This is an optimization exercise on Yosys and OpenROAD, whose aim is small area, a short achievable clock period and few clock cycles, not a production implementation. At most, simulation tests tie the RTL to the original design; equivalence was not proved. No activity file was given, so power comes from the tool's default toggle rates.

Setup of main:
==> module dctq_pingpong_ram, before the edit <==
module dctq_pingpong_ram #(
  parameter int DW = 9
) (
  input  logic          clk,
  input  logic          wr_en,
  input  logic          wr_bank,
  input  logic [5:0]    wr_addr,    
  input  logic [DW-1:0] wr_dat,
  input  logic [1:0]    clr,        
  output logic [63:0]   nz0,        
  output logic [63:0]   nz1,        
  input  logic [7:0]    rd_g0,      
  input  logic [7:0]    rd_g1,      
  input  logic [7:0]    rd_i,       
  output logic [4*DW-1:0] rd_part    
);
  logic [DW-1:0] s0 [64];
  logic [DW-1:0] s1 [64];
  logic [DW-1:0] m0 [64];
  logic [DW-1:0] m1 [64];
  logic [63:0]   hit;
  logic [DW-1:0] wd0, wd1;
  assign wd0 = wr_dat & {DW{wr_en & ~wr_bank}};
  assign wd1 = wr_dat & {DW{wr_en & wr_bank}};
  for (genvar p = 0; p < 64; p++) begin : g_ent
    assign hit[p] = (wr_addr == dctq_rle_pkg::zz(6'(p)));
    always_ff @(posedge clk) begin
      s0[p] <= (s0[p] | {DW{clr[0]}}) & ~({DW{hit[p]}} & wd0);
    end
    always_ff @(posedge clk) begin
      s1[p] <= (s1[p] | {DW{clr[1]}}) & ~({DW{hit[p]}} & wd1);
    end
    assign m0[p]  = ~s0[p];
    assign m1[p]  = ~s1[p];
    assign nz0[p] = |m0[p];
    assign nz1[p] = |m1[p];
  end
  logic [DW-1:0] iw0 [8];
  logic [DW-1:0] iw1 [8];
  logic [DW-1:0] part [4];
  always_comb begin
    for (int i = 0; i < 8; i++) begin
      iw0[i] = '0;
      iw1[i] = '0;
      for (int j = 0; j < 8; j++) begin
        iw0[i] = iw0[i] | ({DW{rd_g0[j]}} & m0[8*j+i]);
        iw1[i] = iw1[i] | ({DW{rd_g1[j]}} & m1[8*j+i]);
      end
    end
    for (int q = 0; q < 4; q++) part[q] = '0;
    for (int i = 0; i < 8; i++) begin
      part[i/4]     = part[i/4]     | ({DW{rd_i[i]}} & iw0[i]);
      part[2 + i/4] = part[2 + i/4] | ({DW{rd_i[i]}} & iw1[i]);
    end
  end
  always_ff @(posedge clk) begin
    rd_part <= {part[3], part[2], part[1], part[0]};
  end
endmodule
clock: 5.5 ns
lec_check: 0
cap_margin: 20
core_margin: 2
core_utilization: 30
cts_cluster_diameter: 80
cts_cluster_size: 30
setup_slack_margin: 3.1
slew_margin: 20
run.sh (not shown) runs the stock make flow with config.mk's settings and CLKGATE_MAP_FILE= SYNTH_SCRIPT=/design/flow/synth_recipe.tcl, a recipe that flattens the netlist after the stock synthesis.
Testbench counts of main, summed over its fixed seeds: cycles 20,720.
Setup changes, main to the feature branch
diff --git a/flow/design.v b/flow/design.v
--- a/flow/design.v
+++ b/flow/design.v
@@ -157,22 +157,19 @@
 );
   logic [DW-1:0] s0 [64];
   logic [DW-1:0] s1 [64];
   logic [DW-1:0] m0 [64];
   logic [DW-1:0] m1 [64];
   logic [63:0]   hit;
-  logic [DW-1:0] wd0, wd1;
-  assign wd0 = wr_dat & {DW{wr_en & ~wr_bank}};
-  assign wd1 = wr_dat & {DW{wr_en & wr_bank}};
   for (genvar p = 0; p < 64; p++) begin : g_ent
     assign hit[p] = (wr_addr == dctq_rle_pkg::zz(6'(p)));
     always_ff @(posedge clk) begin
-      s0[p] <= (s0[p] | {DW{clr[0]}}) & ~({DW{hit[p]}} & wd0);
+      s0[p] <= (s0[p] | {DW{clr[0]}}) & ~({DW{wr_en & hit[p] & ~wr_bank}} & wr_dat);
     end
     always_ff @(posedge clk) begin
-      s1[p] <= (s1[p] | {DW{clr[1]}}) & ~({DW{hit[p]}} & wd1);
+      s1[p] <= (s1[p] | {DW{clr[1]}}) & ~({DW{wr_en & hit[p] & wr_bank}} & wr_dat);
     end
     assign m0[p]  = ~s0[p];
     assign m1[p]  = ~s1[p];
     assign nz0[p] = |m0[p];
     assign nz1[p] = |m1[p];
   end
Results
When the feature branch is measured against main, its via count of the first global-routing pass turns out 0.41% higher.
Between main and the feature branch, simple-gate share of the synthesized area is lower for main, the feature branch comes in above that.
Area of all placed cells without fillers for the feature branch is lower than for main.
Vias: the feature branch above main
Number of violations reported at the end of detailed-routing iteration 0 in the feature branch vs main: up 389
The feature branch ends up with a sum of internal, switching and leakage power that is about 4% higher than in main.
The feature branch vs main — final worst-path setup slack rose 64 ps.
From main to the feature branch the numbers moved as follows: overall routed net length has increased; number of nets produced by synthesis has remained practically unchanged; portion of total power attributed to the clock network has increased; global-route usage over all layers has increased.
Testbench counts of the feature branch, summed over its fixed seeds: cycles 20,720.

========
dctq_rle_encoder with an RTL version that a note above also has.
For scale: roughly 6100 cells after synthesis, about 1300 flip-flops, ~38 I/O pins, about 50000 um^2 of cells after synthesis.
==> module dctq_pingpong_ram, before the edit <==
module dctq_pingpong_ram #(
  parameter int DW = 9
) (
  input  logic          clk,
  input  logic          wr_en,
  input  logic          wr_bank,
  input  logic [5:0]    wr_addr,    
  input  logic [DW-1:0] wr_dat,
  input  logic [1:0]    clr,        
  output logic [63:0]   nz0,        
  output logic [63:0]   nz1,        
  input  logic [7:0]    rd_g0,      
  input  logic [7:0]    rd_g1,      
  input  logic [7:0]    rd_i,       
  output logic [4*DW-1:0] rd_part    
);
  logic [DW-1:0] s0 [64];
  logic [DW-1:0] s1 [64];
  logic [DW-1:0] m0 [64];
  logic [DW-1:0] m1 [64];
  logic [63:0]   hit;
  for (genvar p = 0; p < 64; p++) begin : g_ent
    assign hit[p] = (wr_addr == dctq_rle_pkg::zz(6'(p)));
    always_ff @(posedge clk) begin
      s0[p] <= (s0[p] | {DW{clr[0]}}) & ~({DW{wr_en & hit[p] & ~wr_bank}} & wr_dat);
    end
    always_ff @(posedge clk) begin
      s1[p] <= (s1[p] | {DW{clr[1]}}) & ~({DW{wr_en & hit[p] & wr_bank}} & wr_dat);
    end
    assign m0[p]  = ~s0[p];
    assign m1[p]  = ~s1[p];
    assign nz0[p] = |m0[p];
    assign nz1[p] = |m1[p];
  end
  logic [DW-1:0] iw0 [8];
  logic [DW-1:0] iw1 [8];
  logic [DW-1:0] part [4];
  always_comb begin
    for (int i = 0; i < 8; i++) begin
      iw0[i] = '0;
      iw1[i] = '0;
      for (int j = 0; j < 8; j++) begin
        iw0[i] = iw0[i] | ({DW{rd_g0[j]}} & m0[8*j+i]);
        iw1[i] = iw1[i] | ({DW{rd_g1[j]}} & m1[8*j+i]);
      end
    end
    for (int q = 0; q < 4; q++) part[q] = '0;
    for (int i = 0; i < 8; i++) begin
      part[i/4]     = part[i/4]     | ({DW{rd_i[i]}} & iw0[i]);
      part[2 + i/4] = part[2 + i/4] | ({DW{rd_i[i]}} & iw1[i]);
    end
  end
  always_ff @(posedge clk) begin
    rd_part <= {part[3], part[2], part[1], part[0]};
  end
endmodule
clock: 5.5 ns
lec_check: 0
cap_margin: 20
core_margin: 2
core_utilization: 30
cts_cluster_diameter: 80
cts_cluster_size: 30
setup_slack_margin: 3.2
slew_margin: 20
Testbench counts at the start, summed over its fixed seeds: cycles 20,720.
==> next run, changes <==
--- a/flow/design.v
+++ b/flow/design.v
@@ -159,15 +159,18 @@
   logic [DW-1:0] s1 [64];
   logic [DW-1:0] m0 [64];
   logic [DW-1:0] m1 [64];
   logic [63:0]   hit;
+  logic [DW-1:0] wd0, wd1;
+  assign wd0 = wr_dat & {DW{wr_en & ~wr_bank}};
+  assign wd1 = wr_dat & {DW{wr_en & wr_bank}};
   for (genvar p = 0; p < 64; p++) begin : g_ent
     assign hit[p] = (wr_addr == dctq_rle_pkg::zz(6'(p)));
     always_ff @(posedge clk) begin
-      s0[p] <= (s0[p] | {DW{clr[0]}}) & ~({DW{wr_en & hit[p] & ~wr_bank}} & wr_dat);
+      s0[p] <= (s0[p] | {DW{clr[0]}}) & ~({DW{hit[p]}} & wd0);
     end
     always_ff @(posedge clk) begin
-      s1[p] <= (s1[p] | {DW{clr[1]}}) & ~({DW{wr_en & hit[p] & wr_bank}} & wr_dat);
+      s1[p] <= (s1[p] | {DW{clr[1]}}) & ~({DW{hit[p]}} & wd1);
     end
     assign m0[p]  = ~s0[p];
     assign m1[p]  = ~s1[p];
     assign nz0[p] = |m0[p];
Result: Worst hold slack degrades by 6.4 ps; count of clock-buffer cells in the layout fell by 4; design area rose by 2.0%; worst setup slack stays flat; final cell count rose by 0.53%; wire length rose by 5.0%; critical path depth does not change; via count rose by 0.64%; core utilization rose by 0.71 points; clock power fell by 5.0%; total power fell by 1.4%; maximum frequency hardly moves; register-to-register slack improves by 30 ps; sequential power hardly moves.
Testbench counts after the change, summed over its fixed seeds: cycles 20,720.

========
dctq_rle_encoder, a different RTL version from the one above (not shown whole).
Size in the first run: roughly 6200 cells after synthesis, ~1300 flip-flops, roughly 38 I/O pins.
// dctq_rle_encoder
module dctq_rle_encoder #(
  parameter int DW = dctq_rle_pkg::DW_DEFAULT
) (
  input  logic          clk,
  input  logic          reset_n,
  input  logic [DW-1:0] dctq,
  input  logic          dctq_valid,
  input  logic [5:0]    addr,
  output logic          hold,
  output logic          rle_valid,
  output logic [5:0]    rle_run,
  output logic [DW-1:0] rle_level,
  output logic          rle_last,
  input  logic          rle_ready,
  output logic          overrun
);
Settings: LEC_CHECK=0, CAP_MARGIN=20, CORE_MARGIN=2, CORE_UTILIZATION=30, CTS_CLUSTER_DIAMETER=80, CTS_CLUSTER_SIZE=30, SETUP_SLACK_MARGIN=3.1, SLEW_MARGIN=20; clock period 5.5 ns.
The baseline went through all stages and came out clean.
Testbench counts at the start, summed over its fixed seeds: cycles 20,614.
Then changed:
--- a/flow/design.v
+++ b/flow/design.v
@@ -242,23 +242,23 @@
   logic [5:0]    t_p_q, t_p_d;        
   logic          t_rd_q;              
   logic [6:0]    st_q, st_d;          
   logic          rle_valid_q, rle_valid_d;
   logic [5:0]    rle_run_q, rle_run_d;
   logic [DW-1:0] rle_level_q, rle_level_d;
   logic          rle_last_q, rle_last_d;
   logic [63:0]   nz0, nz1, avail;
   logic [7:0]    c8, cand, first;
   logic [2:0]    fi;
   logic          found, gavail, more, adv;
-  logic          out_free, t_load, eob_load, t_move, owed;
+  logic          out_free, t_load, eob_load, eob_full, eob_fast, t_move, owed;
   logic [DW-1:0] coef;
   logic [4*DW-1:0] rd_part;
   dctq_pingpong_ram #(.DW(DW)) u_ram (
     .clk     (clk),
     .wr_en   (wr_en),
     .wr_bank (wb_q),
     .wr_addr (addr),
     .wr_dat  (dctq),
     .clr     (clr_q),
     .nz0     (nz0),
     .nz1     (nz1),
@@ -319,25 +319,25 @@
     found  = |cand;
     more   = |(cand & ~first);
     adv    = gavail & ~more & ~sdone_q;
     fi     = '0;
     for (int i = 7; i >= 0; i--) if (cand[i]) fi = 3'(i);
   end
   always_comb begin
     coef     = rd_part[0 +: DW] | rd_part[DW +: DW] | rd_part[2*DW +: DW] | rd_part[3*DW +: DW];
     out_free = ~rle_valid_q | rle_ready;
     t_load   = t_v_q & t_rd_q & out_free;
     owed     = (owe_q[rb_q] != 7'd0) | tok_q[rb_q];
-    eob_load = out_free & ~t_v_q & ~eobw_q &
-               ((~owed & (full_q[rb_q] | (wr_done & (addr != 6'd0) & ~(|dctq)))) |
-                (full_q[rb_q] & sdone_q));
+    eob_full = ~t_v_q & ~eobw_q & full_q[rb_q] & (~owed | sdone_q);
+    eob_fast = ~t_v_q & ~eobw_q & ~owed & inord_q & (wcnt_q == 6'd63) & ~hold_q;
+    eob_load = out_free & (eob_full | (eob_fast & dctq_valid & ~(|dctq)));
     t_move   = ~t_v_q | t_load;
     rb_d        = rb_q;
     g0_d        = g0_q;
     g1_d        = g1_q;
     gb_d        = gb_q;
     rem_d       = rem_q;
     sdone_d     = sdone_q;
     eobw_d      = eobw_q;
     kill_d      = 1'b0;
     t_v_d       = t_v_q & ~t_load;
     t_g0_d      = t_g0_q;
Effect: Power went up by 1.6%; global-route usage rose by 0.11 points; cell area rises by 0.58%; fmax is lower by 0.69%; utilization rose by 0.20 points; worst setup slack got worse by 0.018 ns; worst hold slack is better by 0.016 ns; sequential power is about the same; via count stays flat; non-clock buffer count fell by 11; die area is about the same; routed wire length is about the same; clock skew is higher by 0.0074 ns; clock power rises by about 3%.
No functional check of the RTL was part of the second run of this note.

==> port drivers added, routing unchanged <==
The results above use ideal ports. As a check the final layouts listed here were re-extracted and re-timed, cells and wires unchanged. Step 1: set_driving_cell puts a clkbuf_16 on clk and a buf_2 on each other input, an assumption about the parent block. Step 2 times the ports against the registers' clock, not the clock port: input delays grow and output delays shrink by t, the midpoint of the rising clock arrivals with the driver on. Slacks: ideal / step 1 / step 2; pairs: ideal / step 1.
run | shift t [ns] | setup slack, ns | worst hold slack (ns) | clock arrival spread, ns | worst data-port slew with drivers (ns)
main | 0.744 | 2.973 / 2.973 / 2.273 | 0.469 / 0.469 / 0.469 | 0.037 / 0.037 | 0.18
the feature branch | 0.809 | 3.036 / 2.987 / 2.244 | 0.465 / 0.465 / 0.465 | 0.038 / 0.038 | 0.13
the first run of note 2 | 0.799 | 3.079 / 3.009 / 2.280 | 0.478 / 0.478 / 0.478 | 0.054 / 0.054 | 0.24
the second run of note 2 | 0.805 | 3.077 / 3.009 / 2.402 | 0.472 / 0.472 / 0.472 | 0.061 / 0.062 | 0.09
the first run of note 3 | 0.820 | 2.990 / 2.878 / 2.058 | 0.452 / 0.452 / 0.452 | 0.038 / 0.037 | 0.34
the second run of note 3 | 0.810 | 2.972 / 2.972 / 2.207 | 0.468 / 0.468 / 0.468 | 0.044 / 0.045 | 0.14
After both steps setup and hold are still met in every run listed. For the first run of note 3, which loses most, drivers alone change the setup slack by -0.112 ns; drivers and shift together by -0.932 ns.
